This is an optimization exercise on Yosys and OpenROAD, whose aim is small area, a short achievable clock period and few clock cycles, not a production implementation. At most, simulation tests tie the RTL to the original design; equivalence was not proved. No functional check of the RTL was part of runs 3 to 7. Power and IR drop assume default switching activity.

## flow/flow/run.sh

```bash
#!/bin/bash
# The standard layout, with plain buf_1 cells as the port buffers instead of
# the default delay cells. Each tool's output is kept in flow_standard.log.
set -euo pipefail
bash standard.sh BUFFER_PORTS_ARGS="-buffer_cell sky130_fd_sc_hd__buf_1" finish > flow_standard.log 2>&1
```

## flow/standard.sh

```bash
#!/bin/bash
# synth_recipe.tcl (not shown) runs the flow's synth.tcl, then flattens the netlist and writes it again
# the make line also repeats each setting of config.mk as NAME=value (left out here)
make -C /OpenROAD-flow-scripts/flow DESIGN_CONFIG=/design/flow/config.mk WORK_HOME=/design/flow/orfs CLKGATE_MAP_FILE= SYNTH_SCRIPT=/design/flow/synth_recipe.tcl "${@:-finish}"
```

## flow/config.mk

```make
export PLATFORM = sky130hd
export DESIGN_NAME = cbor_item_head_parser_top
export DESIGN_NICKNAME = cbor_item_head_parser_top
export VERILOG_FILES = /design/flow/design.v
export SDC_FILE = /design/flow/constraint.sdc
export NUM_CORES = 4
export LEC_CHECK = 0
export CAP_MARGIN = 20
export CORE_MARGIN = 2
export CORE_UTILIZATION = 65
export CTS_BUF_LIST = sky130_fd_sc_hd__clkbuf_8
export SETUP_SLACK_MARGIN = 1.8
export SLEW_MARGIN = 20
```

## flow/constraint.sdc

```tcl
create_clock -name core_clock -period 4.0 [get_ports {clock}]
set_input_delay 0.8000 -clock core_clock [delete_from_list [all_inputs] [get_ports {clock}]]
set_output_delay 0.8000 -clock core_clock [all_outputs]
set_load 0.01 [all_outputs]
```

## flow/design.v

```verilog
package cihp_pkg;
   localparam logic [1:0] KIND_HEAD    = 2'd0;
   localparam logic [1:0] KIND_PAYLOAD = 2'd1;
   localparam logic [1:0] KIND_ERROR   = 2'd2;
   localparam logic [1:0] ERR_BAD_INFO   = 2'd0;
   localparam logic [1:0] ERR_HEAD_TRUNC = 2'd1;
   localparam logic [1:0] ERR_PAY_TRUNC  = 2'd2;
   localparam logic [1:0] PH_IDLE    = 2'd0;
   localparam logic [1:0] PH_EXT     = 2'd1;
   localparam logic [1:0] PH_PAYLOAD = 2'd2;
   localparam logic [1:0] PH_DROP    = 2'd3;
   localparam int VALUE_W = 64;
   localparam int BYTE_W  = 8;
   localparam int MAJOR_W = 3;
   localparam int INFO_W  = 5;
   localparam logic [MAJOR_W-1:0] MAJ_BYTES = 3'd2;
   localparam logic [MAJOR_W-1:0] MAJ_TEXT  = 3'd3;
endpackage
module cihp_front (
   input  logic                         clock,
   input  logic                         reset,
   input  logic                         in_valid,
   input  logic [cihp_pkg::BYTE_W-1:0]  byte_in,
   input  logic                         final_byte,
   input  logic                         res_free,    
   input  logic                         res_pend,    
   output logic                         step,        
   output logic                         res_new,     
   output logic [1:0]                   res_kind,
   output logic [1:0]                   res_ecode,
   output logic                         res_done,
   output logic                         res_two,
   output logic [cihp_pkg::MAJOR_W-1:0] major,       
   output logic [cihp_pkg::VALUE_W-1:0] value
);
   logic [1:0]                     phase_ff, phase_in;
   logic [cihp_pkg::MAJOR_W-1:0]   major_ff, major_in;
   logic [cihp_pkg::VALUE_W-1:0]   xn_ff;
   logic [cihp_pkg::VALUE_W-1:0]   x, x_in;
   logic [cihp_pkg::INFO_W-1:0]    info;
   logic                           info_imm, info_ext;
   logic [cihp_pkg::VALUE_W-1:0]   shifted;
   logic [cihp_pkg::VALUE_W-1:0]   marker;
   logic                           need_pay;
   logic                           ext_last;
   logic                           pay_last;
   logic                           str_major;
   assign x     = ~xn_ff;
   assign value = x;
   assign major = major_ff;
   always_comb begin
      info      = byte_in[cihp_pkg::INFO_W-1:0];
      info_imm  = (info < 5'd24);
      info_ext  = !info_imm && (info <= 5'd27);
      shifted   = {x[cihp_pkg::VALUE_W-cihp_pkg::BYTE_W-1:0], byte_in};
      marker     = '0;
      marker[56] = (info[1:0] == 2'd0);
      marker[48] = (info[1:0] == 2'd1);
      marker[32] = (info[1:0] == 2'd2);
      marker[0]  = (info[1:0] == 2'd3);
      ext_last  = x[cihp_pkg::VALUE_W-cihp_pkg::BYTE_W];
      pay_last  = (x == cihp_pkg::VALUE_W'(1));
      phase_in    = phase_ff;
      major_in    = major_ff;
      x_in        = x;
      res_new     = 1'b0;
      res_kind    = cihp_pkg::KIND_HEAD;
      res_ecode   = cihp_pkg::ERR_BAD_INFO;
      res_done    = 1'b0;
      res_two     = 1'b0;
      str_major   = (major_ff == cihp_pkg::MAJ_BYTES) || (major_ff == cihp_pkg::MAJ_TEXT);
      need_pay    = 1'b0;
      case (phase_ff)
         cihp_pkg::PH_IDLE: begin
            major_in    = byte_in[cihp_pkg::BYTE_W-1:cihp_pkg::INFO_W];
            str_major   = (major_in == cihp_pkg::MAJ_BYTES) || (major_in == cihp_pkg::MAJ_TEXT);
            x_in        = info_imm ? cihp_pkg::VALUE_W'(info) : marker;
            if (info_imm) begin
               need_pay = str_major && (info != '0);
               res_new  = 1'b1;
               res_done = !need_pay;
               res_two  = need_pay && final_byte;
               phase_in = (need_pay && !final_byte) ? cihp_pkg::PH_PAYLOAD : cihp_pkg::PH_IDLE;
            end else if (info_ext) begin
               res_new   = final_byte;
               res_kind  = cihp_pkg::KIND_ERROR;
               res_ecode = cihp_pkg::ERR_HEAD_TRUNC;
               phase_in  = final_byte ? cihp_pkg::PH_IDLE : cihp_pkg::PH_EXT;
            end else begin
               res_new   = 1'b1;
               res_kind  = cihp_pkg::KIND_ERROR;
               res_ecode = cihp_pkg::ERR_BAD_INFO;
               phase_in  = final_byte ? cihp_pkg::PH_IDLE : cihp_pkg::PH_DROP;
            end
         end
         cihp_pkg::PH_EXT: begin
            x_in = shifted;
            if (ext_last) begin
               need_pay = str_major && (shifted != '0);
               res_new  = 1'b1;
               res_done = !need_pay;
               res_two  = need_pay && final_byte;
               phase_in = (need_pay && !final_byte) ? cihp_pkg::PH_PAYLOAD : cihp_pkg::PH_IDLE;
            end else begin
               res_new   = final_byte;
               res_kind  = cihp_pkg::KIND_ERROR;
               res_ecode = cihp_pkg::ERR_HEAD_TRUNC;
               phase_in  = final_byte ? cihp_pkg::PH_IDLE : cihp_pkg::PH_EXT;
            end
         end
         cihp_pkg::PH_PAYLOAD: begin
            x_in     = x - cihp_pkg::VALUE_W'(1);
            res_new  = 1'b1;
            res_kind = cihp_pkg::KIND_PAYLOAD;
            res_done = pay_last;
            res_two  = !pay_last && final_byte;
            phase_in = (pay_last || final_byte) ? cihp_pkg::PH_IDLE : cihp_pkg::PH_PAYLOAD;
         end
         default: begin
            phase_in = final_byte ? cihp_pkg::PH_IDLE : cihp_pkg::PH_DROP;
         end
      endcase
      step = in_valid && res_free && !res_pend;
   end
   always_ff @(posedge clock) begin
      if (reset) begin
         phase_ff <= cihp_pkg::PH_IDLE;
      end else if (step) begin
         phase_ff <= phase_in;
      end
   end
   always_ff @(posedge clock) begin
      if (step) begin
         major_ff <= major_in;
         xn_ff    <= ~x_in;
      end
   end
endmodule
module cihp_back (
   input  logic                           clock,
   input  logic                           reset,
   input  logic                           step,
   input  logic                           res_new,
   input  logic [1:0]                     res_kind,
   input  logic [1:0]                     res_ecode,
   input  logic                           res_done,
   input  logic                           res_two,
   input  logic [cihp_pkg::MAJOR_W-1:0]   major,
   input  logic [cihp_pkg::BYTE_W-1:0]    res_byte,
   input  logic [cihp_pkg::VALUE_W-1:0]   value,
   output logic                           res_free,
   output logic                           res_pend,
   output logic                           rsp_empty,
   input  logic                           rsp_pop,
   output logic [1:0]                     rsp_kind,
   output logic [cihp_pkg::MAJOR_W-1:0]   rsp_major_type,
   output logic [cihp_pkg::VALUE_W-1:0]   rsp_head_value,
   output logic [cihp_pkg::BYTE_W-1:0]    rsp_payload_byte,
   output logic [1:0]                     rsp_error_code,
   output logic                           rsp_item_done,
   output logic                           rsp_run_end
);
   logic                         valid_ff, pend_ff;
   logic [1:0]                   kind_ff, ecode_ff;
   logic                         done_ff;
   logic [cihp_pkg::BYTE_W-1:0]  pbyte_ff;
   assign res_free = !valid_ff || rsp_pop;
   assign res_pend = pend_ff;
   always_ff @(posedge clock) begin
      if (reset) begin
         valid_ff <= 1'b0;
         pend_ff  <= 1'b0;
      end else if (res_free) begin
         if (pend_ff) begin
            valid_ff <= 1'b1;
            pend_ff  <= 1'b0;
         end else begin
            valid_ff <= step && res_new;
            pend_ff  <= step && res_new && res_two;
         end
      end
   end
   always_ff @(posedge clock) begin
      if (res_free) begin
         if (pend_ff) begin
            kind_ff  <= cihp_pkg::KIND_ERROR;
            ecode_ff <= cihp_pkg::ERR_PAY_TRUNC;
            done_ff  <= 1'b0;
            pbyte_ff <= '0;
         end else begin
            kind_ff  <= res_kind;
            ecode_ff <= res_ecode;
            done_ff  <= res_done;
            pbyte_ff <= (res_kind == cihp_pkg::KIND_PAYLOAD) ? res_byte : '0;
         end
      end
   end
   assign rsp_empty        = !valid_ff;
   assign rsp_kind         = kind_ff;
   assign rsp_major_type   = major;
   assign rsp_head_value   = (kind_ff == cihp_pkg::KIND_HEAD) ? value : '0;
   assign rsp_payload_byte = pbyte_ff;
   assign rsp_error_code   = ecode_ff;
   assign rsp_item_done    = done_ff;
   assign rsp_run_end      = !pend_ff;
endmodule
module cbor_item_head_parser_top (
   input  logic                           clock,
   input  logic                           reset,
   input  logic                           req_push,
   output logic                           req_full,
   input  logic [cihp_pkg::BYTE_W-1:0]    req_byte_in,
   input  logic                           req_final_byte,
   output logic                           rsp_empty,
   input  logic                           rsp_pop,
   output logic [1:0]                     rsp_kind,
   output logic [cihp_pkg::MAJOR_W-1:0]   rsp_major_type,
   output logic [cihp_pkg::VALUE_W-1:0]   rsp_head_value,
   output logic [cihp_pkg::BYTE_W-1:0]    rsp_payload_byte,
   output logic [1:0]                     rsp_error_code,
   output logic                           rsp_item_done,
   output logic                           rsp_run_end
);
   logic                         step;
   logic                         res_free, res_pend, res_new, res_done, res_two;
   logic [1:0]                   res_kind, res_ecode;
   logic [cihp_pkg::MAJOR_W-1:0] major;
   logic [cihp_pkg::VALUE_W-1:0] value;
   assign req_full = res_pend || !res_free;
   cihp_front u_front (
      .clock      (clock),
      .reset      (reset),
      .in_valid   (req_push),
      .byte_in    (req_byte_in),
      .final_byte (req_final_byte),
      .res_free   (res_free),
      .res_pend   (res_pend),
      .step       (step),
      .res_new    (res_new),
      .res_kind   (res_kind),
      .res_ecode  (res_ecode),
      .res_done   (res_done),
      .res_two    (res_two),
      .major      (major),
      .value      (value)
   );
   cihp_back u_back (
      .clock            (clock),
      .reset            (reset),
      .step             (step),
      .res_new          (res_new),
      .res_kind         (res_kind),
      .res_ecode        (res_ecode),
      .res_done         (res_done),
      .res_two          (res_two),
      .major            (major),
      .res_byte         (req_byte_in),
      .value            (value),
      .res_free         (res_free),
      .res_pend         (res_pend),
      .rsp_empty        (rsp_empty),
      .rsp_pop          (rsp_pop),
      .rsp_kind         (rsp_kind),
      .rsp_major_type   (rsp_major_type),
      .rsp_head_value   (rsp_head_value),
      .rsp_payload_byte (rsp_payload_byte),
      .rsp_error_code   (rsp_error_code),
      .rsp_item_done    (rsp_item_done),
      .rsp_run_end      (rsp_run_end)
   );
endmodule
```

==> run notes, run 1 <==
status no timing/DRC/antenna violations; via count 5,706; final slew viol count 0; largest net degree at the start of global routing 45; DIE AREA 0.008872 sq mm; # clock sinks between 80 and 90; Synth Register Bits 84; DRT Wirelength 18.97 mm; RSZ-0062 raised after global routing true; CTS tree yes; sequential area share after synthesis 0.4695; Worst-Margin Slew 0.8494 ns; hold buffers post-CTS 0; Area Growth Syn to Fin 31.05%; DR iter-0 viols between 900 and 1,000; Final Hold Viols 0; Die Ht 94.19 um; critical path launch point u_back.kind_ff[0]$_SDFFCE_PP0N_; IO Port Bufs between 90 and 100; Worst Skew 0.009864 ns; Setup CP Type reg -> out; fin nets between 700 and 800; CP max stage cell edfxtp_1; register area 0.002489 sq mm; Worst Path Required 3.20 ns; maximum buffer depth of the clock tree 2; Total GRT Usage 0.3429; antenna fix cells 0; IO Pins 96; crit end category output pin; initial antenna violation count 1; commonest non-fill, non-tap cell in the layout nor2_1; Yosys warning total 2; Hold Crit Class reg -> reg; first-pass GRT wire length 23.28 mm; initial core utilization 0.6772; share of cells above drive strength 1 0.2500; H-tree levels 3; Sum Neg Setup Slack 0 ns; Max stage delay on crit path 0.53 ns; Final ANT Viol Nets 0; Core ar. 0.007807 sq mm; post-synthesis cell count 582; startpoint types flop; Most used DFF post-synth edfxtp_1; maximum clock frequency 400.9 MHz; ys async rst share 0; Final setup viols 0; clk root buf clkbuf_8; worst-path cell chain or2_4 -> nor2_1 -> buf_1; dpl cell area 0.005698 sq mm; GRT Residual Overflow 0; Die X 94.19 um; DR DRC count 0; gpl congestion 0.8750; Worst path top cell family by delay simple AND/OR/NAND/NOR gates; Min-Delay Startpoint u_back.pend_ff$_SDFFE_PP0N_; Syn Nets 597; clk latency of the worst-skew pair 0.37 ns; maximum vdd drop roughly 230 uV; Critical Path Fanout Max 16; Critical path buffers and inverters 1; filler cell count 392; mapped cell area between 0.005 and 0.006 sq mm; PwrDens about 300 mW/mm^2; vias in the first global route 4,530; commonest non-fill, non-tap cells in the layout 120 x nor2_1, 80 x edfxtp_1, 79 x buf_1; DR WL/cell ~22 um; Arrival @ worst endpoint between 1.5 and 2 ns; Mean Syn Cell Area around 9.1 sq um; Max-Cap Viols 0; via/cell ratio 6.745; Detailed Routing Iterations Pass 1 6; EDFF count, synth 80; Pleak 2.476 nW; Netlist cell types 51; row count 32; hpwl dp 8.805 mm; Relative slew margins 0.4312; design area 0.006929 sq mm; Worst-path clk slew ~0.10 ns; CTS buffer count 9; combined area of the multi-input logic cells 0.003009 sq mm; fin crit period 2.494 ns; Final Cycle Share 0.6236
-- cells in the mapped netlist, drive strengths merged, types with 2 or more instances --
cell | number | area, sq um
nor2 | 134 | 510.5
and2 | 4 | 25.02
and3 | 14 | 87.58
ha | 2 | 25.02
nor3b | 3 | 22.52
xor2 | 20 | 175.2
and4 | 4 | 35.03
o21ai | 2 | 10.01
nor4 | 12 | 138.9
o21a | 2 | 15.01
nand4 | 20 | 158.9
dfxtp | 4 | 80.08
a211oi | 3 | 22.52
clkbuf | 24 | 91.33
a31oi | 2 | 12.51
o22a | 2 | 17.52
inv | 18 | 67.56
a22oi | 12 | 90.09
nand3 | 26 | 152.7
a21oi | 57 | 285.3
edfxtp | 80 | 2402
nor3 | 31 | 160.1
buf | 14 | 73.82
nand2 | 30 | 112.6
nor2b | 4 | 25.02
xnor2 | 41 | 359.1
nand2b | 5 | 31.28
-- final cells by class --
class	instances	share of cell area
sequential	84	0.3592
inverter	18	0.01029
timing repair buffer	174	0.1484
clock buffer	9	0.01788
clock inverter	7	0.01156
multi-input combinational	452	0.4343
tap	102	0.01842
-- path summary, 6_finish.rpt --
kind | to | slack, ns | depth (start not counted)
setup reg to reg | flop | 1.68 | 8
hold reg to reg | u_back.ecode_ff[1]$_SDFFCE_PP1N_ | 0.53 | 0
hold / removal | u_back.ecode_ff[1]$_SDFFCE_PP1N_ | 0.53 | 0
setup / recovery | rsp_head_value[31] | 1.51 | 3
-- metal layers --
metal	vias up	wire (um)	part of all wire	global-route usage
li1	2394	-	-	-
met1	2619	6521	0.34	0.4809
met2	569	8608	0.45	0.5446
met3	124	2680	0.14	0.04334
met4	0	1160	0.061	0.1353
met5	-	0	0	0
-- stage by stage --
| stage | instances | hold WS [ns] | worst slack, ns | utilization | total power, mW |
|---|---|---|---|---|---|
| floorplan | 582 | 0.5176 | 1.139 | - | 1.242 |
| global placement | 744 | 0.5473 | 1.372 | 0.7298 | 1.308 |
| global route | 846 | 0.5441 | 1.507 | 0.8875 | 2.131 |
| detailed placement | 744 | 0.5631 | 1.227 | 0.7298 | 1.315 |
| CTS | 780 | 0.5354 | 1.610 | 0.7917 | 1.988 |
| finish | 846 | 0.5291 | 1.506 | 0.8875 | 2.096 |
-- power breakdown --
group / switching, mW / internal [mW]
sequential: 0.0345 / 0.995
combinational: 0.269 / 0.141
clock: 0.360 / 0.296
-- worst register-to-register path, stage by stage (launching register included) --
cell and delay [ns]:
edfxtp_1 0.48, nand4_4 0.22, nor4_4 0.34, buf_4 0.20
nand3_4 0.17, buf_6 0.18, nor3_4 0.17, a21oi_1 0.12
a311oi_1 0.26
-- cell families (layout without fill, tap and decap cells) --
family	Yosys count	count (layout)	synth area share
simple gates	289	298	0.2788
compound gates	90	91	0.1020
flops	84	84	0.4695
xor+xnor	61	61	0.1010
buf+inv	56	208	0.04401
fa+ha+maj	2	2	0.004732
-- repair_timing --
action,4_1_cts,5_1_grt
endpoints found under the setup margin,161,160
pin swaps,7,18
buffers inserted,15,61
gates cloned,5,5
hold endpoints to repair,0,0
resized for setup,43,45
Testbench counts, summed over its fixed seeds: cycles 24,277.
==> run 2, diff against run 1 <==
--- a/flow/config.mk
+++ b/flow/config.mk
@@ -9,5 +9,5 @@
 export CORE_MARGIN = 2
 export CORE_UTILIZATION = 65
 export CTS_BUF_LIST = sky130_fd_sc_hd__clkbuf_8
-export SETUP_SLACK_MARGIN = 1.8
+export SETUP_SLACK_MARGIN = 1.3
 export SLEW_MARGIN = 20
==> run 2 against run 1 <==
Effect of this change: power decreased by 7.3%; non-clock buffer count decreased by 76; wire length decreased by 31%; maximum frequency decreased by 0.75%; clock skew increased by 0.0057 ns; final area decreased by 14%; critical path type is now reg -> reg.
==> run notes, run 2 <==
sequential area share after synthesis 0.4695 (unchanged); Die Ht 94.19 um (unchanged); antenna fix cells 0 (unchanged); largest area contributor in the netlist edfxtp_1; fraction of the mapped netlist area in compound gates 0.1020 (unchanged); Yosys warning total 2 (unchanged); Post-Synth Adder-Cell Area 0.004733 (unchanged); # clock sinks 84 (unchanged); IO Port Bufs 95 (unchanged); design area 0.005926 sq mm (-14%); R2R cell count 4 (-4); initial core utilization 0.6772 (unchanged); Final Cycle Share 0.6283 (+0.004705); initial antenna violation count 0 (-1); Netlist cell types 51 (unchanged); dpl ws 1.227 ns (unchanged); Psw 0.5658 mW (-15%); maximum vdd drop 224.9 uV (-4.0%); Synth Register Bits 84 (unchanged); dpl cell area 0.005698 sq mm (unchanged); row count 32 (unchanged); Hold WS 0.5851 ns (+0.05602 ns); via/cell ratio 6.136 (-9.0%); DR WL/cell 17.23 um (-23%); DR iter-0 viols 369 (-59%); clk latency of the worst-skew pair 0.37 ns (about the same); Area contributors post-synth edfxtp_1 45%, nor2_1 9.4%, xnor2_1 6.8%; mux contribution to synthesized area 0 (unchanged); most frequent cell after synthesis nor2_1; crit end category flop; Worst Skew 0.01554 ns (+0.005677 ns); DR DRC count 0 (unchanged); EDFF count, synth 80 (unchanged); Total GRT Usage 0.3047 (-0.03816); Pleak 1.977 nW (-20%); Mean Syn Cell Area 9.085 sq um (unchanged); share of cells above drive strength 1 0.06687 (-0.1831); status no timing/DRC/antenna violations; internal cell power 1.378 mW (-3.8%); CTS buffer count 9 (unchanged); Detailed Routing Iterations Pass 1 5 (-1); hpwl dp 8.805 mm (unchanged); Relative slew margins 0.3504 (-0.08078); Max stage delay on crit path 0.84 ns (+0.31 ns); post-synth top area share 0.4543 (unchanged); filler cell count 610 (+56%); CP max stage cell dfxtp_1; IO Pins 96 (unchanged); Post-Place Cells 744 (unchanged); startpoint types flop; PwrDens 327.9 mW/mm^2 (+8.4%); Critical Path Fanout Max 25 (+9); GRT Residual Overflow 0 (unchanged); maximum buffer depth of the clock tree 2 (unchanged); logic gate share of total power 0.144 (-0.052); mapped cell area 0.005288 sq mm (unchanged); simple-gate share of the synthesized area 0.2788 (unchanged); total power 1.943 mW (-7.3%); gpl congestion 0.8750 (unchanged); Max-Cap Viols 0 (unchanged); setup ws final 1.487 ns (-0.01882 ns); clk root buf clkbuf_8; ys async rst share 0 (unchanged); RSZ-0062 raised after global routing false; Arrival @ worst endpoint 2.72 ns (+1.03 ns); CTS tree yes; Worst-path clk slew 0.10 ns (about the same); Worst-Margin Slew 0.9744 ns (+0.1250 ns); Worst Path Required 4.21 ns (+1.01 ns); H-tree levels 3 (unchanged); worst-path cell chain nand2b_1 -> buf_4 -> nor2_1 -> a21oi_1; XOR/XNOR Fraction of Synth Area 0.1010 (unchanged); Die X 94.19 um (unchanged); vias in the first global route 4,263 (-5.9%); post-synthesis cell count 582 (unchanged); top post-synthesis cells by count 133 x nor2_1, 80 x edfxtp_1, 57 x a21oi_1; share of total power in the clock network 0.330 (+0.017); fin crit period 2.513 ns (+0.01882 ns); Flop pwr share 0.525 (+0.034); Syn Nets 597 (unchanged); commonest non-fill, non-tap cell in the layout nor2_1; commonest non-fill, non-tap cells in the layout 133 x nor2_1, 95 x buf_1, 80 x edfxtp_1; Sum Neg Setup Slack 0 ns (unchanged); maximum clock frequency 397.9 MHz (-0.75%); Most used DFF post-synth edfxtp_1; Final setup viols 0 (unchanged); final core occ 0.7590 (-0.1285); final slew viol count 0 (unchanged); Hold Crit Class reg -> reg; Sw Share 0.2911 (-0.02565); via count 4,663 (-18%); DIE AREA 0.008872 sq mm (unchanged); DRT Wirelength 13.10 mm (-31%); first-pass GRT wire length 21.16 mm (-9.1%); fin nets 668 (-11%); Final Hold Viols 0 (unchanged); Setup CP Type reg -> reg; Core ar. 0.007807 sq mm (unchanged); main combinational cell family by area after synthesis simple AND/OR/NAND/NOR gates; largest net degree at the start of global routing 65 (+44%); post-route insts no fill 760 (-10%); Final ANT Viol Nets 0 (unchanged); worst hold path cell count 0 (unchanged); Area Growth Syn to Fin 12.07%
## run 2: logic make-up after synthesis
logic type | after synthesis
AND/OR/NAND/NOR | 289
XOR/XNOR | 61
adder cells (fa/ha/maj) | 2
flip-flops | 84
AO/OA/AOI/OAI | 90
buffers and inverters | 56
## run 2: worst paths after layout
| kind | endpoint | from | slack [ns] |
|---|---|---|---|
| worst max register to register | flop | u_front.phase_ff[1]$_SDFFE_PP0P_ | 1.49 |
| worst max-delay path | flop | u_front.phase_ff[1]$_SDFFE_PP0P_ | 1.49 |
| worst min-delay path | u_back.ecode_ff[1]$_SDFFCE_PP1N_ | u_back.pend_ff$_SDFFE_PP0N_ | 0.59 |
| worst min register to register | u_back.ecode_ff[1]$_SDFFCE_PP1N_ | u_back.pend_ff$_SDFFE_PP0N_ | 0.59 |
## run 2: repair_timing
item                                    in CTS  in global routing
gates resized for setup                      2                  3
hold buffers                                 0                  0
buffers inserted                             0                  0
endpoints found under the setup margin       6                  4
## run 2: cell type report
type / instances / area (sq um) / area share
clock buffer: 9 / 123.9 / 0.02090
clock inverter: 7 / 80.08 / 0.01351
inverter: 18 / 67.56 / 0.01140
multi-input combinational: 442 / 2640 / 0.4455
sequential: 84 / 2482 / 0.4189
tap: 102 / 127.6 / 0.02154
timing repair buffer: 98 / 404.1 / 0.06820
## run 2: routing by layer
layer / vias up / share of wire / GRT usage
li1: 2205 / - / -
met1: 2227 / 0.43 / 0.4277
met2: 218 / 0.49 / 0.4970
met3: 13 / 0.071 / 0.03692
met4: 0 / 0.011 / 0.09541
met5: - / 0 / 0
## run 2: critical path, delay by kind of cell (launching register included)
family | cells | cell delay, ns
and+or+nand+nor | 2 | 0.91
DFF | 1 | 0.84
buffers and inverters | 1 | 0.44
AOI/OAI and AO/OA | 1 | 0.15
## run 2: power by group through the flow
stage	sequential, mW	combinational (mW)	clock, mW
2_1_floorplan	1.04	0.205	0
3_3_place_gp	1.04	0.268	0
3_5_place_dp	1.04	0.275	0
4_1_cts	1.02	0.277	0.637
5_1_grt	1.02	0.307	0.677
6_report	1.02	0.280	0.642
==> run 3, diff against run 2 <==
--- a/flow/design.v
+++ b/flow/design.v
@@ -161,7 +161,8 @@
    output logic                           rsp_run_end
 );
    logic                         valid_ff, pend_ff;
-   logic [1:0]                   kind_ff, ecode_ff;
+   logic                         nhead_ff, err_ff;    
+   logic [1:0]                   ecode_ff;
    logic                         done_ff;
    logic [cihp_pkg::BYTE_W-1:0]  pbyte_ff;
    assign res_free = !valid_ff || rsp_pop;
@@ -183,12 +184,14 @@
    always_ff @(posedge clock) begin
       if (res_free) begin
          if (pend_ff) begin
-            kind_ff  <= cihp_pkg::KIND_ERROR;
+            nhead_ff <= 1'b1;
+            err_ff   <= 1'b1;
             ecode_ff <= cihp_pkg::ERR_PAY_TRUNC;
             done_ff  <= 1'b0;
             pbyte_ff <= '0;
          end else begin
-            kind_ff  <= res_kind;
+            nhead_ff <= (res_kind != cihp_pkg::KIND_HEAD);
+            err_ff   <= (res_kind == cihp_pkg::KIND_ERROR);
             ecode_ff <= res_ecode;
             done_ff  <= res_done;
             pbyte_ff <= (res_kind == cihp_pkg::KIND_PAYLOAD) ? res_byte : '0;
@@ -196,9 +199,9 @@
       end
    end
    assign rsp_empty        = !valid_ff;
-   assign rsp_kind         = kind_ff;
+   assign rsp_kind         = {err_ff, nhead_ff && !err_ff};
    assign rsp_major_type   = major;
-   assign rsp_head_value   = (kind_ff == cihp_pkg::KIND_HEAD) ? value : '0;
+   assign rsp_head_value   = nhead_ff ? '0 : value;
    assign rsp_payload_byte = pbyte_ff;
    assign rsp_error_code   = ecode_ff;
    assign rsp_item_done    = done_ff;
--- a/flow/config.mk
+++ b/flow/config.mk
@@ -9,5 +9,5 @@
 export CORE_MARGIN = 2
 export CORE_UTILIZATION = 65
 export CTS_BUF_LIST = sky130_fd_sc_hd__clkbuf_8
-export SETUP_SLACK_MARGIN = 1.3
+export SETUP_SLACK_MARGIN = 1.5
 export SLEW_MARGIN = 20
==> run 3 against run 2 <==
Effect of this change: via count is 6.4% higher; sequential power is essentially flat; synthesized cell count up 1.2%; global-route usage up 1.2 points; maximum frequency grew 2.0%; register-to-register slack improved by 0.05 ns; core utilization up 0.32 points; worst hold slack lost 0.039 ns; clock power decreased by about 10%; non-clock buffer count increased by 31; final area grew 4.1%; clock skew down 0.0013 ns.
==> run notes, run 3 <==
Die X 94.54 um (+0.37%); Final setup viols 0 (unchanged); flop-to-flop setup slack 1.54 ns (+0.05 ns); Final ANT Viol Nets 0 (unchanged); DIE AREA 0.008937 sq mm (+0.73%); CTS tree yes; post-synthesis cell count 589 (+1.2%); Worst Path Required 4.12 ns (-0.09 ns); maximum clock frequency 405.7 MHz (+2.0%); Most used DFF post-synth edfxtp_1; DR DRC count 0 (unchanged); PwrDens 298.2 mW/mm^2 (-9.1%); commonest non-fill, non-tap cells in the layout 139 x nor2_1, 95 x buf_1, 80 x edfxtp_1; Hold WS 0.5459 ns (-0.03916 ns); DR WL/cell 17.86 um (+3.7%); Pleak 2.091 nW (+5.7%); initial antenna violation count 0 (unchanged); gpl congestion 0.9277 (+6.0%); Total GRT Usage 0.3168 (+0.01209); RSZ-0062 raised after global routing true; Netlist cell types 54 (+5.9%); Worst Skew 0.01424 ns (-0.001305 ns); Yosys warning total 2 (unchanged); DRT Wirelength 14.27 mm (+9.0%); logic gate share of total power 0.136 (-0.008); startpoint types flop; maximum vdd drop 197.8 uV (-12%); status no timing/DRC/antenna violations; share of total power in the clock network 0.314 (-0.016); via/cell ratio 6.210 (+1.2%); CTS buffer count 9 (unchanged); Hold Crit Class reg -> reg; Arrival @ worst endpoint 2.58 ns (-0.14 ns); fin crit period 2.465 ns (-0.04825 ns); main combinational cell family by area after synthesis simple AND/OR/NAND/NOR gates; Max-Cap Viols 0 (unchanged); IO Port Bufs 95 (unchanged); DR iter-0 viols 467 (+27%); ys async rst share 0 (unchanged); Mean Syn Cell Area 9.045 sq um (-0.44%); post-synth top area share 0.4509 (-0.003414); clk latency of the worst-skew pair 0.37 ns (about the same); # clock sinks 84 (unchanged); Critical Path Fanout Max 5 (-80%); Relative slew margins 0.4167 (+0.06628); Sum Neg Setup Slack 0 ns (unchanged); R2R cell count 6 (+2); Syn Nets 604 (+1.2%); top post-synthesis cells by count 140 x nor2_1, 80 x edfxtp_1, 59 x a21oi_1; Die Ht 94.54 um (+0.37%); antenna fix cells 0 (unchanged); Setup CP Type reg -> reg; Psw 0.5337 mW (-5.7%); H-tree levels 3 (unchanged); Worst-path clk slew 0.09 ns (about the same); XOR/XNOR Fraction of Synth Area 0.09699 (-0.004047); share of cells above drive strength 1 0.1138 (+0.04696); largest area contributor in the netlist edfxtp_1; GRT Residual Overflow 0 (unchanged); EDFF count, synth 80 (unchanged); maximum buffer depth of the clock tree 2 (unchanged); fraction of the mapped netlist area in compound gates 0.09535 (-0.006638); WHS Endpoint u_back.ecode_ff[1]$_SDFFCE_PP1N_; Area Growth Syn to Fin 15.78%; Sw Share 0.2902 (-0.0009764); Worst-Margin Slew 0.8750 ns (-0.09942 ns); Synth Register Bits 84 (unchanged); fin nets 704 (+5.4%); Final Hold Viols 0 (unchanged); internal cell power 1.306 mW (-5.2%); clk root buf clkbuf_8; mux contribution to synthesized area 0.001879 (+0.001879); simple-gate share of the synthesized area 0.2964 (+0.01763); Detailed Routing Iterations Pass 1 5 (unchanged); mapped cell area 0.005328 sq mm (+0.76%); vias in the first global route 4,383 (+2.8%); Area contributors post-synth edfxtp_1 45%, nor2_1 9.9%, xnor2_1 6.1%; most frequent cell after synthesis nor2_1; Min-Delay Startpoint u_back.pend_ff$_SDFFE_PP0N_; Core ar. 0.008093 sq mm (+3.7%); worst hold path cell count 0 (unchanged); Flop pwr share 0.550 (+0.025); commonest non-fill, non-tap cell in the layout nor2_1; final slew viol count 0 (unchanged); Post-Synth Adder-Cell Area 0.004697 (-0.00003557); largest net degree at the start of global routing 66 (+1.5%); initial core utilization 0.6583 (-0.01893); sequential area share after synthesis 0.4659 (-0.003528); crit end category flop; final core occ 0.7622 (+0.003240); first-pass GRT wire length 21.98 mm (+3.9%); IO Pins 96 (unchanged); row count 33 (+3.1%); via count 4,962 (+6.4%); hpwl dp 9.408 mm (+6.8%); Final Cycle Share 0.6162 (-0.01206)
==> run 3: through the flow <==
step	total power [mW]	cells	setup slack [ns]	instance area (sq um)
after floorplan	1.196	589	1.360	5359
after global placement	1.258	754	1.280	5727
after detailed placement	1.264	754	1.128	5727
after CTS	1.829	778	1.505	5978
after global routing	1.900	799	1.459	6168
final	1.839	799	1.535	6168
==> run 3: power groups by stage <==
stage          clock network (mW)  logic (mW)  registers, mW
2_1_floorplan                   0       0.168           1.03
3_3_place_gp                    0       0.227           1.03
3_5_place_dp                    0       0.231           1.03
4_1_cts                     0.579       0.238           1.01
5_1_grt                     0.613       0.273           1.01
6_report                    0.577       0.251           1.01
==> run 3: cells by family (layout without fill, tap and decap cells) <==
| family | count (synthesis) | after routing |
|---|---|---|
| flops | 84 | 84 |
| buf+inv | 51 | 156 |
| compound gates | 88 | 88 |
| mux | 1 | 1 |
| fa+ha+maj | 2 | 2 |
| xor+xnor | 59 | 59 |
| simple gates | 304 | 304 |
==> run 3: worst max path at each step <==
stage / start / endpoint / slack (ns) / cells past startpoint
floorplan: rsp_pop / flop / 1.36 / 3
global placement: flop / flop / 1.28 / 6
detailed placement: flop / flop / 1.13 / 6
CTS: flop / flop / 1.50 / 6
global route: flop / flop / 1.46 / 6
finish: flop / flop / 1.54 / 6
==> run 3: what timing repair did <==
action / 4_1_cts / 5_1_grt
setup buffers: 8 / 21
endpoints found under the setup margin: 39 / 25
hold buffers: 0 / 0
pin swaps: 3 / 5
gates resized for setup: 2 / 6
gates cloned: 0 / 0
==> run 3: layer usage <==
layer,global-route usage,share of wire
met3,0.03751,0.086
met2,0.5012,0.47
met5,0,0
met1,0.4554,0.42
met4,0.1111,0.019
==> run 3: final cells by class <==
class	instances	area [sq um]
repair buffers	129	611.8
clock inverters	7	58.81
inverters	11	41.29
fillers	614	1924
multi-input cells	454	2719
flip-flops and latches	84	2482
clock buffers	9	123.9
well taps	105	131.4
==> run 3: critical path, stage by stage, from the launching register on <==
cell,delay (ns)
edfxtp_1,0.45
nand4_1,0.18
or4_4,0.63
nor3_4,0.33
nand4_1,0.16
and2_0,0.19
o32a_1,0.29
==> run 4, diff against run 3 <==
--- a/flow/design.v
+++ b/flow/design.v
@@ -60,9 +60,12 @@
       marker[0]  = (info[1:0] == 2'd3);
       ext_last  = x[cihp_pkg::VALUE_W-cihp_pkg::BYTE_W];
       pay_last  = (x == cihp_pkg::VALUE_W'(1));
+      x_in = ({cihp_pkg::VALUE_W{phase_ff[0]}} & shifted)
+           | ({cihp_pkg::VALUE_W{phase_ff[1]}} & (x - cihp_pkg::VALUE_W'(1)))
+           | ({cihp_pkg::VALUE_W{phase_ff == cihp_pkg::PH_IDLE}}
+              & (info_imm ? cihp_pkg::VALUE_W'(info) : marker));
       phase_in    = phase_ff;
       major_in    = major_ff;
-      x_in        = x;
       res_new     = 1'b0;
       res_kind    = cihp_pkg::KIND_HEAD;
       res_ecode   = cihp_pkg::ERR_BAD_INFO;
@@ -74,7 +77,6 @@
          cihp_pkg::PH_IDLE: begin
             major_in    = byte_in[cihp_pkg::BYTE_W-1:cihp_pkg::INFO_W];
             str_major   = (major_in == cihp_pkg::MAJ_BYTES) || (major_in == cihp_pkg::MAJ_TEXT);
-            x_in        = info_imm ? cihp_pkg::VALUE_W'(info) : marker;
             if (info_imm) begin
                need_pay = str_major && (info != '0);
                res_new  = 1'b1;
@@ -94,7 +96,6 @@
             end
          end
          cihp_pkg::PH_EXT: begin
-            x_in = shifted;
             if (ext_last) begin
                need_pay = str_major && (shifted != '0);
                res_new  = 1'b1;
@@ -109,7 +110,6 @@
             end
          end
          cihp_pkg::PH_PAYLOAD: begin
-            x_in     = x - cihp_pkg::VALUE_W'(1);
             res_new  = 1'b1;
             res_kind = cihp_pkg::KIND_PAYLOAD;
             res_done = pay_last;
--- a/flow/config.mk
+++ b/flow/config.mk
@@ -9,5 +9,5 @@
 export CORE_MARGIN = 2
 export CORE_UTILIZATION = 65
 export CTS_BUF_LIST = sky130_fd_sc_hd__clkbuf_8
-export SETUP_SLACK_MARGIN = 1.5
+export SETUP_SLACK_MARGIN = 1.8
 export SLEW_MARGIN = 20
==> run 4 against run 3 <==
Effect of this change: maximum frequency fell by 2.1%; synthesized cell count up 3.1%; count of clock-buffer cells in the layout unchanged; die area up 5.4%; wire length up 41%; critical path depth is 2 higher; combinational power rose by 12%; setup slack got worse by 0.053 ns; clock skew shrank 0.0046 ns; critical path type unchanged; highest routed layer unchanged.
==> run notes, run 4 <==
share of cells above drive strength 1 0.1818 (+0.06799); Largest register FFs 64; maximum clock frequency 397.2 MHz (-2.1%); RSZ-0062 raised after global routing true; Critical Path Fanout Max 6 (+1); Die Ht 97.04 um (+2.6%); design area 0.006955 sq mm (+13%); Syn Nets 623 (+3.1%); IO Port Bufs 95 (unchanged); sequential area share after synthesis 0.4412 (-0.02476); Netlist cell types 59 (+9.3%); total power 1.919 mW (+4.3%); Regs by FF count u_front.xn_ff x64, u_back.pbyte_ff x8, u_front.major_ff x3; Final setup viols 0 (unchanged); row count 33 (unchanged); initial core utilization 0.6780 (+0.01966); IO Pins 96 (unchanged); ys async rst share 0 (unchanged); # clock sinks 84 (unchanged); clk root buf clkbuf_8; GRT Residual Overflow 0 (unchanged); CTS tree yes; mapped cell area 0.005627 sq mm (+5.6%); most frequent cell after synthesis nor2_1; largest area contributor in the netlist edfxtp_1; DR WL/cell 23.34 um (+31%); Detailed Routing Iterations Pass 1 6 (+1); post-synth top area share 0.4270 (-0.02396); commonest non-fill, non-tap cells in the layout 93 x buf_1, 84 x nor2_1, 80 x edfxtp_1; Sum Neg Setup Slack 0 ns (unchanged); commonest non-fill, non-tap cell in the layout buf_1; fin crit period 2.518 ns (+0.05275 ns); flop-to-flop setup slack 1.48 ns (-0.05 ns); Mean Syn Cell Area 9.270 sq um (+2.5%); gpl congestion 0.9007 (-2.9%); filler cell count 430 (-30%); CTS buffer count 9 (unchanged); initial antenna violation count 0 (unchanged); Synth Register Bits 84 (unchanged); startpoint types flop; dpl cell area 0.006037 sq mm (+5.4%); Worst Skew 0.009601 ns (-0.004635 ns); register area 0.002487 sq mm (+0.20%); Max-Cap Viols 0 (unchanged); combined area of the multi-input logic cells 0.002983 sq mm (+9.7%); final slew viol count 0 (unchanged); Relative slew margins 0.5372 (+0.1205); hpwl dp 11.35 mm (+21%); Area contributors post-synth edfxtp_1 43%, nor2_1 6.1%, nand4_1 3.6%; worst hold path cell count 0 (unchanged); top post-synthesis cells by count 91 x nor2_1, 80 x edfxtp_1, 39 x inv_1; maximum vdd drop 236.5 uV (+20%); Worst-Margin Slew 0.6889 ns (-0.1861 ns); via count 6,343 (+28%); final core occ 0.8381 (+0.07587); post-synthesis cell count 607 (+3.1%); Largest Register u_front.xn_ff; DIE AREA 0.009417 sq mm (+5.4%); H-tree levels 3 (unchanged); via/cell ratio 7.341 (+18%); largest net degree at the start of global routing 66 (unchanged); Final Cycle Share 0.6294 (+0.01319); Area Growth Syn to Fin 23.62%; DR iter-0 viols 1,091 (+130%); EDFF count, synth 80 (unchanged); R2R cell count 8 (+2); Hold Crit Class reg -> reg; Worst-path clk slew 0.09 ns (about the same); Die X 97.04 um (+2.6%); Final ANT Viol Nets 0 (unchanged); Final Hold Viols 0 (unchanged); clk latency of the worst-skew pair 0.37 ns (about the same); maximum buffer depth of the clock tree 2 (unchanged); Pleak 2.633 nW (+26%); crit end category flop; Setup CP Type reg -> reg; DRT Wirelength 20.17 mm (+41%); Yosys warning total 2 (unchanged); fin nets 770 (+9.4%); antenna fix cells 0 (unchanged); vias in the first global route 5,217 (+19%); PwrDens 275.9 mW/mm^2 (-7.5%); first-pass GRT wire length 27.50 mm (+25%); Worst Path Required 4.19 ns (+0.07 ns); status no timing/DRC/antenna violations; Core ar. 0.008299 sq mm (+2.6%); Total GRT Usage 0.3611 (+0.04428); Most used DFF post-synth edfxtp_1; Arrival @ worst endpoint 2.70 ns (+0.12 ns); DR DRC count 0 (unchanged)
## run 4: power breakdown
group | internal (mW) | switching [mW]
Clock | 0.287 | 0.342
Sequential | 0.987 | 0.0215
Combinational | 0.0909 | 0.191
Total | 1.36 | 0.554
## run 4: final timing paths
path	start	end
max	u_front.xn_ff[24]$_DFFE_PP_	u_front.xn_ff[35]$_DFFE_PP_
min	u_back.pend_ff$_SDFFE_PP0N_	u_back.ecode_ff[1]$_SDFFCE_PP1N_
max reg2reg	u_front.xn_ff[24]$_DFFE_PP_	u_front.xn_ff[35]$_DFFE_PP_
min reg2reg	u_back.pend_ff$_SDFFE_PP0N_	u_back.ecode_ff[1]$_SDFFCE_PP1N_
## run 4: timing repair
action                                 in CTS  in global routing
endpoints found under the hold margin       0                  0
cloned                                      2                  0
setup buffers                              16                 55
hold buffers                                0                  0
gates resized for setup                    17                 27
setup endpoints to repair                 109                 52
pin swaps                                   4                 18
## run 4: area by class of cell
type | count | share of cell area
multi-input cells | 443 | 0.4289
flip-flops and latches | 84 | 0.3576
repair buffers | 175 | 0.1427
inverters | 39 | 0.02249
well taps | 105 | 0.01889
clock buffers | 9 | 0.01781
clock inverters | 7 | 0.009894
repair inverters | 2 | 0.001799
## run 4: cell families after synthesis
logic type	share of synthesized area
flip-flops	0.4412
XOR/XNOR	0.04203
adder cells (fa/ha/maj)	0.006672
buffers and inverters	0.05670
AO/OA/AOI/OAI	0.1770
AND/OR/NAND/NOR	0.2746
multiplexers	0.001779
## run 4: stage by stage
| step | setup slack [ns] | hold slack, ns | cells |
|---|---|---|---|
| after detailed placement | 1.284 | 0.6166 | 775 |
| after global placement | 1.389 | 0.6273 | 775 |
| after global routing | 1.502 | 0.5888 | 864 |
| after CTS | 1.649 | 0.6398 | 809 |
| final | 1.482 | 0.5787 | 864 |
| after floorplan | 1.437 | 0.4064 | 607 |
## run 4: layer usage
metal  part of all wire  GRT usage  wire length (um)
met1               0.34     0.5041              6950
met2               0.45     0.5716              9012
met5                  0          0                 0
met3               0.14    0.06431              2818
met4              0.069     0.1257              1388
## run 4: critical path, cell delays in order (launching register included)
cell	delay, ns
edfxtp_1	0.49
nand4_1	0.20
buf_4	0.19
nor4_4	0.33
nand4_1	0.15
buf_6	0.17
buf_6	0.13
or4_1	0.41
a32oi_1	0.26
==> run 5, diff against run 4 <==
--- a/flow/config.mk
+++ b/flow/config.mk
@@ -9,5 +9,5 @@
 export CORE_MARGIN = 2
 export CORE_UTILIZATION = 65
 export CTS_BUF_LIST = sky130_fd_sc_hd__clkbuf_8
-export SETUP_SLACK_MARGIN = 1.8
+export SETUP_SLACK_MARGIN = 1.4
 export SLEW_MARGIN = 20
==> run 5 against run 4 <==
Effect of this change: critical path type unchanged; largest cell class unchanged; clock skew rose by 0.0037 ns; final area fell by 9.1%; first-iteration DRC count fell by 48%; cell count fell by 7.8%; sequential share of layout area rose by 3.5 points; non-clock buffer count fell by 66; core utilization fell by 7.6 points; area after synthesis did not move.
==> run notes, run 5 <==
sequential area share after synthesis 0.4412 (unchanged); crit end category flop; Relative slew margins 0.4063 (-0.1308); Total GRT Usage 0.3418 (-0.01935); combined area of the multi-input logic cells 0.002849 sq mm (-4.5%); Setup CP Type reg -> reg; Detailed Routing Iterations Pass 1 6 (unchanged); initial antenna violation count 0 (unchanged); setup ws final 1.504 ns (+0.02122 ns); RSZ-0062 raised after global routing true; commonest non-fill, non-tap cells in the layout 95 x buf_1, 90 x nor2_1, 80 x edfxtp_1; Final setup viols 0 (unchanged); IO Port Bufs 95 (unchanged); commonest non-fill, non-tap cell in the layout buf_1; Hold WS 0.6395 ns (+0.06074 ns); gpl congestion 0.9509 (+5.6%); Mean Syn Cell Area 9.270 sq um (unchanged); via count 5,483 (-14%); final core occ 0.7621 (-0.07598); share of cells above drive strength 1 0.07370 (-0.1081); most frequent cell after synthesis nor2_1; vias in the first global route 5,124 (-1.8%); DIE AREA 0.009417 sq mm (unchanged); Syn Nets 623 (unchanged); final slew viol count 0 (unchanged); register area 0.002484 sq mm (-0.15%); hpwl dp 11.00 mm (-3.1%); maximum vdd drop 197.3 uV (-17%); filler cell count 611 (+42%); Synth Register Bits 84 (unchanged); DRT Wirelength 16.24 mm (-19%); Most used DFF post-synth edfxtp_1; initial core utilization 0.6780 (unchanged); IO Pins 96 (unchanged); Worst-Margin Slew 0.8895 ns (+0.2006 ns); dpl ws 1.089 ns (-0.1954 ns); Critical Path Fanout Max 5 (-1); Max-Cap Viols 0 (unchanged); Final ANT Viol Nets 0 (unchanged); Die Ht 97.04 um (unchanged); via/cell ratio 6.880 (-6.3%); CTS tree yes; DR WL/cell 20.38 um (-13%); top post-synthesis cells by count 91 x nor2_1, 80 x edfxtp_1, 39 x inv_1; Worst-path clk slew 0.10 ns (about the same); Hold Crit Class reg -> reg; fin nets 703 (-8.7%); # clock sinks 84 (unchanged); Die X 97.04 um (unchanged); DR DRC count 0 (unchanged); Final Cycle Share 0.6241 (-0.005305); mapped cell area 0.005627 sq mm (unchanged); Worst Path Required 4.15 ns (-0.04 ns); largest net degree at the start of global routing 83 (+26%); Arrival @ worst endpoint 2.64 ns (-0.06 ns); PwrDens 310.6 mW/mm^2 (+13%); fin crit period 2.496 ns (-0.02122 ns); post-synthesis cell count 607 (unchanged); antenna fix cells 0 (unchanged); Worst Skew 0.01326 ns (+0.003661 ns); Final Hold Viols 0 (unchanged); ys async rst share 0 (unchanged); hold buffers post-CTS 0 (unchanged); Largest register FFs 64 (unchanged); Area contributors post-synth edfxtp_1 43%, nor2_1 6.1%, nand4_1 3.6%; GRT Residual Overflow 0 (unchanged); first-pass GRT wire length 26.14 mm (-4.9%); startpoint types flop; clk latency of the worst-skew pair 0.38 ns (about the same); Netlist cell types 59 (unchanged); CTS buffer count 9 (unchanged); Pleak 2.310 nW (-12%); Post-Place Cells 773 (-0.26%); Sum Neg Setup Slack 0 ns (unchanged); Regs by FF count u_front.xn_ff x64, u_back.pbyte_ff x8, u_front.major_ff x3; largest area contributor in the netlist edfxtp_1; DR iter-0 viols 567 (-48%); EDFF count, synth 80 (unchanged); Yosys warning total 2 (unchanged); row count 33 (unchanged); post-synth top area share 0.4270 (unchanged); status no timing/DRC/antenna violations; Area Growth Syn to Fin 12.41%; maximum buffer depth of the clock tree 2 (unchanged); post-route insts no fill 797 (-7.8%); clk root buf clkbuf_8; maximum clock frequency 400.6 MHz (+0.85%); Core ar. 0.008299 sq mm (unchanged); Largest Register u_front.xn_ff; H-tree levels 3 (unchanged)
## run 5: final cells by class
class,instances,share of cell area
sequential,84,0.3927
inverter,39,0.02413
multi-input combinational,443,0.4504
timing repair buffer,109,0.07498
tap,105,0.02077
clock buffer,9,0.01958
timing repair inverter,1,0.0007913
clock inverter,7,0.01662
## run 5: cell families (layout without fill, tap and decap cells)
kind of cell,after synthesis,after routing,share of synthesized area
buffers and inverters,80,165,0.05670
muxes,1,1,0.001779
adders and majority gates,3,3,0.006672
xor gates and xnor gates,27,27,0.04203
AOI/OAI and AO/OA,130,130,0.1770
and+or+nand+nor,282,282,0.2746
DFF,84,84,0.4412
## run 5: metal layers
layer  share of wire  GRT usage
met5               0          0
met4           0.024     0.1430
met3           0.097    0.06358
met2            0.47     0.5385
met1            0.40     0.4672
## run 5: timing repair
| action | CTS | global route |
|---|---|---|
| setup buffers | 5 | 2 |
| gates cloned | 0 | 1 |
| gates resized for setup | 1 | 2 |
| pin swaps | 2 | 1 |
| setup endpoints to repair | 11 | 4 |
## run 5: path summary, 6_finish.rpt
kind	depth (start not counted)	slack (ns)	startpoint	endpoint
setup / recovery	5	1.50	u_front.xn_ff[23]$_DFFE_PP_	u_front.xn_ff[52]$_DFFE_PP_
hold / removal	3	0.64	u_front.phase_ff[1]$_SDFFE_PP0P_	u_front.phase_ff[0]$_SDFFE_PP0P_
setup reg to reg	5	1.50	u_front.xn_ff[23]$_DFFE_PP_	u_front.xn_ff[52]$_DFFE_PP_
hold reg to reg	3	0.64	u_front.phase_ff[1]$_SDFFE_PP0P_	u_front.phase_ff[0]$_SDFFE_PP0P_
## run 5: through the flow
stage / power (mW) / cell area (sq um)
after floorplan: 1.181 / 5645
after global placement: 1.247 / 6027
after detailed placement: 1.252 / 6027
after CTS: 1.951 / 6299
after global routing: 2.016 / 6325
final: 1.964 / 6325
## run 5: power by group
| group | internal, mW | leakage [nW] | switching [mW] | total (mW) |
|---|---|---|---|---|
| registers | 0.988 | 0.651 | 0.0187 | 1.01 |
| logic | 0.0680 | 1.55 | 0.167 | 0.235 |
| clock network | 0.363 | 0.113 | 0.360 | 0.723 |
## run 5: worst max-delay path, cell delays in order (launching register included)
cell,delay (ns)
edfxtp_1,0.45
nand4_1,0.29
nor4_1,0.56
nand2_1,0.32
or4_1,0.52
o211a_1,0.12
==> run 6, diff against run 5 <==
--- a/flow/design.v
+++ b/flow/design.v
@@ -45,6 +45,12 @@
    logic                           ext_last;
    logic                           pay_last;
    logic                           str_major;
+   localparam int GRP_W = 16;
+   localparam int N_GRP = cihp_pkg::VALUE_W / GRP_W;
+   logic [N_GRP-2:0]               gz_ff, gz_in;    
+   logic [N_GRP-1:0]               borrow;          
+   logic [cihp_pkg::VALUE_W-1:0]   dec;             
+   logic                           low_zero;
    assign x     = ~xn_ff;
    assign value = x;
    assign major = major_ff;
@@ -59,13 +65,44 @@
       marker[32] = (info[1:0] == 2'd2);
       marker[0]  = (info[1:0] == 2'd3);
       ext_last  = x[cihp_pkg::VALUE_W-cihp_pkg::BYTE_W];
-      pay_last  = (x == cihp_pkg::VALUE_W'(1));
-      x_in = ({cihp_pkg::VALUE_W{phase_ff[0]}} & shifted)
-           | ({cihp_pkg::VALUE_W{phase_ff[1]}} & (x - cihp_pkg::VALUE_W'(1)))
-           | ({cihp_pkg::VALUE_W{phase_ff == cihp_pkg::PH_IDLE}}
-              & (info_imm ? cihp_pkg::VALUE_W'(info) : marker));
+      pay_last  = (x[GRP_W-1:0] == GRP_W'(1)) && (&gz_ff[N_GRP-2:1])
+                  && (x[cihp_pkg::VALUE_W-1:cihp_pkg::VALUE_W-GRP_W] == '0);
+      borrow[0] = 1'b1;
+      for (int k = 1; k < N_GRP; k++) begin
+         borrow[k] = borrow[k-1] && gz_ff[k-1];
+      end
+      for (int i = 0; i < cihp_pkg::VALUE_W; i++) begin
+         low_zero = borrow[i / GRP_W];
+         for (int j = (i / GRP_W) * GRP_W; j < i; j++) begin
+            low_zero = low_zero && !x[j];
+         end
+         dec[i] = x[i] ^ low_zero;
+      end
+      gz_in = gz_ff;
+      case (phase_ff)
+         cihp_pkg::PH_IDLE: begin
+            gz_in[0] = info_imm ? (info == '0) : (info[1:0] != 2'd3);
+            gz_in[1] = 1'b1;
+            gz_in[2] = info_imm || (info[1:0] != 2'd2);
+         end
+         cihp_pkg::PH_EXT: begin
+            gz_in[0] = (x[7:0] == '0) && (byte_in == '0);
+            for (int k = 1; k < N_GRP - 1; k++) begin
+               gz_in[k] = (x[k*GRP_W-cihp_pkg::BYTE_W +: GRP_W] == '0);
+            end
+         end
+         cihp_pkg::PH_PAYLOAD: begin
+            for (int k = 0; k < N_GRP - 1; k++) begin
+               gz_in[k] = borrow[k] ? (x[k*GRP_W +: GRP_W] == GRP_W'(1)) : gz_ff[k];
+            end
+         end
+         default: begin
+            gz_in = gz_ff;
+         end
+      endcase
       phase_in    = phase_ff;
       major_in    = major_ff;
+      x_in        = x;
       res_new     = 1'b0;
       res_kind    = cihp_pkg::KIND_HEAD;
       res_ecode   = cihp_pkg::ERR_BAD_INFO;
@@ -77,6 +114,7 @@
          cihp_pkg::PH_IDLE: begin
             major_in    = byte_in[cihp_pkg::BYTE_W-1:cihp_pkg::INFO_W];
             str_major   = (major_in == cihp_pkg::MAJ_BYTES) || (major_in == cihp_pkg::MAJ_TEXT);
+            x_in        = info_imm ? cihp_pkg::VALUE_W'(info) : marker;
             if (info_imm) begin
                need_pay = str_major && (info != '0);
                res_new  = 1'b1;
@@ -96,6 +134,7 @@
             end
          end
          cihp_pkg::PH_EXT: begin
+            x_in = shifted;
             if (ext_last) begin
                need_pay = str_major && (shifted != '0);
                res_new  = 1'b1;
@@ -110,6 +149,7 @@
             end
          end
          cihp_pkg::PH_PAYLOAD: begin
+            x_in     = dec;
             res_new  = 1'b1;
             res_kind = cihp_pkg::KIND_PAYLOAD;
             res_done = pay_last;
@@ -133,6 +173,7 @@
       if (step) begin
          major_ff <= major_in;
          xn_ff    <= ~x_in;
+         gz_ff    <= gz_in;
       end
    end
 endmodule
--- a/flow/config.mk
+++ b/flow/config.mk
@@ -9,5 +9,5 @@
 export CORE_MARGIN = 2
 export CORE_UTILIZATION = 65
 export CTS_BUF_LIST = sky130_fd_sc_hd__clkbuf_8
-export SETUP_SLACK_MARGIN = 1.4
+export SETUP_SLACK_MARGIN = 1.5
 export SLEW_MARGIN = 20
==> run 6 against run 5 <==
Effect of this change: sequential share of layout area up 0.10 points; combinational power is about 60% higher; wire length shrank 18%; first-iteration DRC count fell by 45%; die area decreased by 10%; area after synthesis down 10%; critical path type unchanged; largest power group unchanged.
==> run notes, run 6 <==
CTS buffer count 9 (unchanged); mux contribution to synthesized area 0 (-0.001779); vias in the first global route 4,126 (-19%); DIE AREA 0.008476 sq mm (-10%); top post-synthesis cells by count 83 x edfxtp_1, 79 x nor2_1, 65 x ha_1; clk latency of the worst-skew pair 0.36 ns (-0.02 ns); Setup CP Type reg -> reg; H-tree levels 3 (unchanged); largest area contributor in the netlist edfxtp_1; maximum buffer depth of the clock tree 2 (unchanged); IO Pins 96 (unchanged); Core ar. 0.007607 sq mm (-8.3%); Area Growth Syn to Fin 29.61%; Relative slew margins 0.5494 (+0.1430); Die Ht 92.07 um (-5.1%); EDFF count, synth 83 (+3.8%); main combinational cell family by area after synthesis adder cells; Worst-path clk slew 0.09 ns (about the same); maximum clock frequency 291.2 MHz (-27%); Worst Skew 0.008979 ns (-0.004283 ns); Most used DFF post-synth edfxtp_1; Mean Syn Cell Area 11.54 sq um (+24%); first-pass GRT wire length 21.33 mm (-18%); Sum Neg Setup Slack 0 ns (unchanged); XOR/XNOR Fraction of Synth Area 0.006950 (-0.03508); Final setup viols 0 (unchanged); initial core utilization 0.6627 (-0.01531); Worst-Margin Slew 0.6745 ns (-0.2150 ns); RSZ-0062 raised after global routing true; Worst Path Required 4.10 ns (-0.05 ns); crit end category flop; DR WL/cell 20.92 um (+2.7%); DRT Wirelength 13.39 mm (-18%); Synth Register Bits 87 (+3.6%); commonest non-fill, non-tap cell in the layout buf_1; Pleak 2.086 nW (-9.7%); via/cell ratio 6.534 (-5.0%); DR DRC count 0 (unchanged); initial antenna violation count 0 (unchanged); CTS tree yes; final slew viol count 0 (unchanged); fin nets 611 (-13%); commonest non-fill, non-tap cells in the layout 95 x buf_1, 83 x edfxtp_1, 79 x nor2_1; IO Port Bufs 95 (unchanged); Yosys warning total 2 (unchanged); Post-Synth Adder-Cell Area 0.1613 (+0.1547); sequential area share after synthesis 0.5103 (+0.06912); hold buffers post-CTS 0 (unchanged); clk root buf clkbuf_8; # clock sinks 87 (+3.6%); most frequent cell after synthesis edfxtp_1; share of cells above drive strength 1 0.1933 (+0.1196); row count 32 (-3.0%); gpl congestion 0.9013 (-5.2%); maximum vdd drop 234.0 uV (+19%); Area contributors post-synth edfxtp_1 49%, ha_1 16%, o22a_1 8.2%; antenna fix cells 0 (unchanged); PwrDens 318.3 mW/mm^2 (+2.5%); Netlist cell types 44 (-25%); hpwl dp 9.425 mm (-14%); post-synth top area share 0.4944 (+0.06746); Final ANT Viol Nets 0 (unchanged); simple-gate share of the synthesized area 0.1417 (-0.1329); total power 2.080 mW (+5.9%); Final Cycle Share 0.8586 (+0.2345); status no timing/DRC/antenna violations; largest net degree at the start of global routing 37 (-55%); via count 4,182 (-24%); DR iter-0 viols 311 (-45%); Hold Crit Class reg -> reg; worst hold path cell count 2 (-1); Final Hold Viols 0 (unchanged); fraction of the mapped netlist area in compound gates 0.1499 (-0.02709); startpoint types flop; Critical Path Fanout Max 3 (-2); mapped cell area 0.005041 sq mm (-10%); Arrival @ worst endpoint 3.54 ns (+0.90 ns); fin crit period 3.434 ns (+0.9382 ns); post-synthesis cell count 437 (-28%); R2R cell count 18 (+13); Max-Cap Viols 0 (unchanged); Syn Nets 515 (-17%); Die X 92.07 um (-5.1%); ys async rst share 0 (unchanged); Detailed Routing Iterations Pass 1 6 (unchanged); GRT Residual Overflow 0 (unchanged); Total GRT Usage 0.3228 (-0.01892)
## run 6: per-layer routing
layer / vias up / part of all wire / track usage
met5: - / 0 / 0
met4: 0 / 0.015 / 0.1169
met1: 2056 / 0.42 / 0.4402
met3: 22 / 0.067 / 0.04684
li1: 1887 / - / -
met2: 217 / 0.50 / 0.5306
## run 6: worst max-delay path, stage by stage, from the launching register on
cell and delay, ns:
edfxtp_1 0.42, and3_4 0.20, ha_4 0.16, ha_4 0.16
ha_4 0.15, ha_4 0.16, ha_4 0.16, ha_4 0.16
ha_4 0.16, ha_4 0.15, ha_4 0.16, ha_4 0.16
ha_4 0.16, ha_4 0.16, ha_4 0.15, ha_4 0.15
ha_4 0.16, xnor2_2 0.15, a2bb2oi_2 0.07
## run 6: path summary, 6_finish.rpt
| kind | start | to | slack (ns) |
|---|---|---|---|
| setup / recovery | u_front.gz_ff[1]$_DFFE_PP_ | flop | 0.57 |
| hold / removal | u_front.phase_ff[0]$_SDFFE_PP0P_ | u_front.phase_ff[0]$_SDFFE_PP0P_ | 0.57 |
| setup reg to reg | u_front.gz_ff[1]$_DFFE_PP_ | flop | 0.57 |
| hold reg to reg | u_front.phase_ff[0]$_SDFFE_PP0P_ | u_front.phase_ff[0]$_SDFFE_PP0P_ | 0.57 |
## run 6: cell families (layout without fill, tap and decap cells)
family	after synthesis	count (layout)
flops	87	87
compound gates	94	94
simple gates	148	148
buf+inv	39	140
xor+xnor	4	4
fa+ha+maj	65	65
## run 6: layout make-up
type,count,area (sq um)
multi-input combinational,311,3113
fill,389,1074
inverter,16,63.81
tap,102,127.6
clock buffer,9,123.9
sequential,87,2572
clock inverter,7,78.83
timing repair buffer,108,454.2
## run 6: where the power goes
part           internal (mW)  total (mW)  switching (mW)  leakage, nW
Combinational          0.169       0.376           0.206         1.31
Sequential              1.03        1.06          0.0258        0.684
Clock                  0.296       0.646           0.350       0.0929
## run 6: through the flow
step | area [sq um] | setup WS (ns) | hold WS, ns | instances | utilization
detailed placement | 6222 | 0.5235 | 0.5607 | 618 | 0.8179
CTS | 6501 | 0.5922 | 0.5709 | 638 | 0.8546
global route | 6534 | 0.5070 | 0.6089 | 640 | 0.8589
floorplan | 5776 | 0.6933 | 0.4064 | 437 | -
finish | 6534 | 0.5655 | 0.5701 | 640 | 0.8589
global placement | 6222 | 0.6283 | 0.5473 | 618 | 0.8179
## run 6: what timing repair did
action | in CTS | in global routing
resized for setup | 7 | 2
pin swaps | 4 | 3
setup buffers | 4 | 2
setup endpoints to repair | 29 | 30
hold endpoints to repair | 0 | 0
==> run 7, diff against run 6 <==
--- a/flow/config.mk
+++ b/flow/config.mk
@@ -9,5 +9,5 @@
 export CORE_MARGIN = 2
 export CORE_UTILIZATION = 65
 export CTS_BUF_LIST = sky130_fd_sc_hd__clkbuf_8
-export SETUP_SLACK_MARGIN = 1.5
+export SETUP_SLACK_MARGIN = 1.9
 export SLEW_MARGIN = 20
==> run 7 against run 6 <==
Effect of this change: the flow now stops in global routing; area after synthesis did not move; synthesized cell count did not move.
==> run notes, run 7 <==
status did not finish; last stage reached global routing; Run Error [ERROR DPL-0038] Utilization greater than 100%, impossible to legalize; top post-synthesis cells by count 83 x edfxtp_1, 79 x nor2_1, 65 x ha_1; gpl congestion 0.8997 (-0.18%); post-synth top area share 0.4944 (unchanged); IO Port Bufs 95 (unchanged); initial core utilization 0.6627 (unchanged); sequential area share after synthesis 0.5103 (unchanged); hpwl dp 9.110 mm (-3.3%); Area contributors post-synth edfxtp_1 49%, ha_1 16%, o22a_1 8.2%; Most used DFF post-synth edfxtp_1; clk root buf clkbuf_8; maximum buffer depth of the clock tree 2 (unchanged); Synth Register Bits 87 (unchanged); row count 32 (unchanged); # clock sinks 87 (unchanged); ys async rst share 0 (unchanged); CTS buffer count 9 (unchanged); Syn Nets 515 (unchanged); post-GRT worst EP _746_/D; dpl cell area 0.006236 sq mm (+0.22%); H-tree levels 3 (unchanged); most frequent cell after synthesis edfxtp_1; post-synthesis cell count 437 (unchanged); Netlist cell types 44 (unchanged); Mean Syn Cell Area 11.54 sq um (unchanged); mapped cell area 0.005041 sq mm (unchanged); worst_ep kind register data pin; largest area contributor in the netlist edfxtp_1; largest net degree at the start of global routing 41; Die Ht 92.07 um (unchanged); Die X 92.07 um (unchanged); IO Pins 96 (unchanged); Yosys warning total 2 (unchanged); EDFF count, synth 83 (unchanged)
[run 7: how the worst max path moves through the flow]
stage / end / slack [ns] / cells past startpoint
CTS: flop / 0.58 / 18
global placement: flop / 0.63 / 18
floorplan: flop / 0.69 / 18
detailed placement: flop / 0.52 / 18
[run 7: metrics by stage]
stage / worst slack [ns] / cells / utilization
after floorplan: 0.6933 / 437 / -
after global placement: 0.6325 / 617 / 0.8197
after detailed placement: 0.5234 / 617 / 0.8197
after CTS: 0.5827 / 659 / 0.9847
[run 7: power by group through the flow]
stage                     registers (mW)  clock network [mW]  logic, mW
after floorplan                     1.08                   0      0.249
after global placement              1.08                   0      0.335
after detailed placement            1.08                   0      0.354
after CTS                           1.06               0.702      0.564
[run 7: timing repair]
action | in CTS
endpoints found under the setup margin | 146
gates cloned | 11
buffers inserted | 15
pin swaps | 47
hold buffers | 0
gates resized for setup | 177
[run 7: kinds of logic after synthesis]
kind of cell | count (synthesis) | synth area share
xor gates and xnor gates | 4 | 0.006949
AOI/OAI and AO/OA | 94 | 0.1499
DFF | 87 | 0.5103
buffers and inverters | 39 | 0.02978
adders and majority gates | 65 | 0.1613
and+or+nand+nor | 148 | 0.1417

==> afterwards: timing with drivers on the ports <==
How much do the figures lean on ideal ports? The routed layouts below were timed once more, with nothing changed but the port constraints. Step 1 sets driving cells, clkbuf_16 on the clock port and buf_2 on the other inputs (assumed; they add their load-dependent delay and slew). Step 2 adds t to the input delays and takes it off the output delays; t is the mean of the earliest and latest rising clock arrival at the registers after step 1. Input paths then give back, and output paths get back, about the clock's delay inside the block. a / b / c = ideal / step 1 / step 2; a / b = the first two.
| run | t, ns | slack for setup (ns) | latest minus earliest clock arrival (ns) |
|---|---|---|---|
| run 1 | 0.403 | 1.506 / 1.471 / 1.570 | 0.010 / 0.010 |
| run 2 | 0.398 | 1.487 / 1.483 / 1.291 | 0.015 / 0.015 |
| run 3 | 0.397 | 1.535 / 1.535 / 1.252 | 0.014 / 0.014 |
| run 4 | 0.402 | 1.482 / 1.482 / 1.482 | 0.010 / 0.009 |
| run 5 | 0.413 | 1.504 / 1.504 / 1.349 | 0.015 / 0.014 |
| run 6 | 0.384 | 0.566 / 0.566 / 0.566 | 0.010 / 0.010 |
After both steps setup and hold are still met in every run listed. For run 3, which loses most, drivers alone change the setup slack by 0.000 ns; drivers and shift together by -0.283 ns.
